Source: an optimization exercise on an open RTL-to-GDS flow (aim: small area, a short achievable clock period and few clock cycles per item). Production flows keep margins and buffers that such runs may drop.
At most, simulation tests tie the RTL to the original design; equivalence was not proved.

the reference run:
// integer_to_ascii_formatter
module integer_to_ascii_formatter
#(
    parameter int VALUE_WIDTH = 64
)
(
    input  logic                   clk,
    input  logic                   rst_n,
    input  logic                   item_valid,
    output logic                   item_stall,
    input  logic [VALUE_WIDTH-1:0] value,
    input  logic [1:0]             base_select,
    input  logic [6:0]             min_width,
    input  logic [5:0]             min_digits,
    input  logic                   signed_mode,
    input  logic                   left_justify,
    input  logic                   zero_pad,
    input  logic                   plus_sign,
    input  logic                   space_sign,
    input  logic                   alt_prefix,
    input  logic                   lower_case,
    output logic                   char_valid,
    input  logic                   char_stall,
    output logic [7:0]             out_char,
    output logic                   last_char
);
Size in the first run: roughly 3700 cells after synthesis, ~100 I/O pins.
export LEC_CHECK = 0
export ABC_AREA = 1
export CAP_MARGIN = 20
export CORE_MARGIN = 2
export CORE_UTILIZATION = 40
export SLEW_MARGIN = 20
create_clock -name core_clock -period 10.0 [get_ports {clk}]
standard.sh (not shown) runs the stock make flow with config.mk's settings and CLKGATE_MAP_FILE= SYNTH_SCRIPT=/design/flow/synth_recipe.tcl, a recipe that flattens the netlist after the stock synthesis.
==> flow/flow/run.sh <==
#!/bin/bash
# Standard layout, with the timing repair aiming at a setup margin of 6.0 ns.
set -euo pipefail
bash standard.sh SETUP_SLACK_MARGIN=6.0 finish > standard.log 2>&1
Looking at the reports, the reference run completed the entire flow and the layout it produced met the timing, design-rule and antenna checks.
Edits applied to the flow inputs when going from the reference run to the trial run:
==> flow/run.sh (new file) <==
#!/bin/bash
# synth_recipe.tcl (not shown) runs the flow's synth.tcl, then flattens the netlist and writes it again
# the make line also repeats each setting of config.mk as NAME=value (left out here)
make -C /OpenROAD-flow-scripts/flow DESIGN_CONFIG=/design/flow/config.mk WORK_HOME=/design/flow/orfs CLKGATE_MAP_FILE= SYNTH_SCRIPT=/design/flow/synth_recipe.tcl finish
removed: flow/flow/run.sh
removed: flow/standard.sh
==> comparison <==
The trial run: flow completed, timing, DRC and antenna clean. Against the reference run, the trial run reports a length of routed met2 wiring that is lower. Changes observed in the trial run relative to the reference run: sequential share of layout area increased 2.6 points, buffer and inverter count on the worst path increased 2.
Function was not checked in any run of this note: the RTL went through the layout flow alone.

---

## north
Another version of the RTL of integer_to_ascii_formatter (not shown whole).
For scale: ~3800 cells after synthesis, ~310 flip-flops, roughly 100 I/O pins.
export LEC_CHECK = 0
export ABC_AREA = 1
export CAP_MARGIN = 20
export CORE_MARGIN = 2
export CORE_UTILIZATION = 40
export SLEW_MARGIN = 20
export TNS_END_PERCENT = 0
create_clock -name core_clock -period 10.0 [get_ports {clk}]
==> flow/flow/run.sh <==
#!/bin/bash
# Standard layout, with the timing repair aiming at a setup margin of 6.0 ns.
set -euo pipefail
bash standard.sh SETUP_SLACK_MARGIN=6.0 finish > standard.log 2>&1
Testbench counts of north, summed over its fixed seeds: cycles 50,510, items 3,200.
--- input diff north..south ---
- an added SETUP_SLACK_MARGIN of 5
==> flow/run.sh (new file) <==
#!/bin/bash
# synth_recipe.tcl (not shown) runs the flow's synth.tcl, then flattens the netlist and writes it again
# the make line also repeats each setting of config.mk as NAME=value (left out here)
make -C /OpenROAD-flow-scripts/flow DESIGN_CONFIG=/design/flow/config.mk WORK_HOME=/design/flow/orfs CLKGATE_MAP_FILE= SYNTH_SCRIPT=/design/flow/synth_recipe.tcl finish
removed: flow/flow/run.sh
removed: flow/standard.sh
Findings:
Per the comparison of south with north, clock latency on the worst-skew pair now sits lower; total grt overflow roughly the same; post-route non-filler standard cell count dropped about 0.7%.
south vs north — non-clock buffer instance count of the final layout dropped 27.
Compared to north, the router laid down less metal wire for south.
Looking at startpoint of the worst setup timing path, the c_r[56]$_DFFE_PP_ result is from south; the c_r[57]$_DFFE_PP_ one comes from north.
| biggest cell delay along the critical path | higher: south |

---

integer_to_ascii_formatter, a different RTL version from the one above (not shown whole).
Size: roughly 3800 cells after synthesis, about 300 flip-flops, ~100 I/O pins.
==> flow/design.v (excerpt) <==
module integer_to_ascii_formatter
#(
    parameter int VALUE_WIDTH = 64
)
(
    input  logic                   clk,
    input  logic                   rst_n,
    input  logic                   item_valid,
    output logic                   item_stall,
    input  logic [VALUE_WIDTH-1:0] value,
    input  logic [1:0]             base_select,
    input  logic [6:0]             min_width,
    input  logic [5:0]             min_digits,
    input  logic                   signed_mode,
    input  logic                   left_justify,
    input  logic                   zero_pad,
    input  logic                   plus_sign,
    input  logic                   space_sign,
    input  logic                   alt_prefix,
    input  logic                   lower_case,
    output logic                   char_valid,
    input  logic                   char_stall,
    output logic [7:0]             out_char,
    output logic                   last_char
);
clock: 10.0 ns
lec_check: 0
abc_area: 1
cap_margin: 20
core_margin: 2
core_utilization: 40
slew_margin: 20
==> flow/flow/run.sh <==
#!/bin/bash
# Standard layout, with the timing repair aiming at a setup margin of 6.5 ns.
set -euo pipefail
bash standard.sh SETUP_SLACK_MARGIN=6.5 finish > standard.log 2>&1
Testbench counts at the start, summed over its fixed seeds: cycles 50,510, items 3,200.
==> next run, changes <==
==> flow/flow/run.sh (replaced) <==
#!/bin/bash
# Standard layout, with the timing repair aiming at a setup margin of 6.0 ns.
set -euo pipefail
bash standard.sh SETUP_SLACK_MARGIN=6.0 finish > standard.log 2>&1
After rerunning:
- routed wire length goes down by 7.3%
- core utilization goes down by 5.2 points
- maximum frequency goes down by about 3%
- cell area goes down by 9.8%
- register-to-register slack gets worse by 0.16 ns
- first-iteration DRC count goes down by 7.5%

-- afterwards: timing with drivers on the ports --
The flow's constraints put no driver on any port. The routed layouts listed below were extracted and timed again, unchanged, in two steps. Step 1, drivers: a clkbuf_16 drives clk and a buf_2 each remaining input, both assumed. Step 2 also shifts input and output timing later by t, the mid clock arrival at the registers, as if the neighbouring blocks saw the same clock. Three values: no drivers, after step 1, after step 2; two values: the first two.
run	t, ns	setup WS [ns]	slew at the worst register clock pin (ns)	worst slew at a driven data input, ns
the reference run	0.623	4.176 / 4.176 / 4.176	0.06 / 0.06	0.08
the trial run	0.627	2.807 / 2.807 / 2.807	0.06 / 0.06	0.04
north	0.633	5.758 / 5.758 / 5.197	0.06 / 0.06	0.11
south	0.597	5.203 / 5.203 / 4.734	0.07 / 0.07	0.09
the first run of note 3	0.617	5.208 / 5.208 / 5.208	0.07 / 0.07	0.15
the second run of note 3	0.605	5.052 / 5.052 / 5.052	0.07 / 0.07	0.12
After both steps every run listed still meets setup and hold. The setup slack of north, which loses most, moves by 0.000 ns with the drivers and by -0.561 ns with both steps.
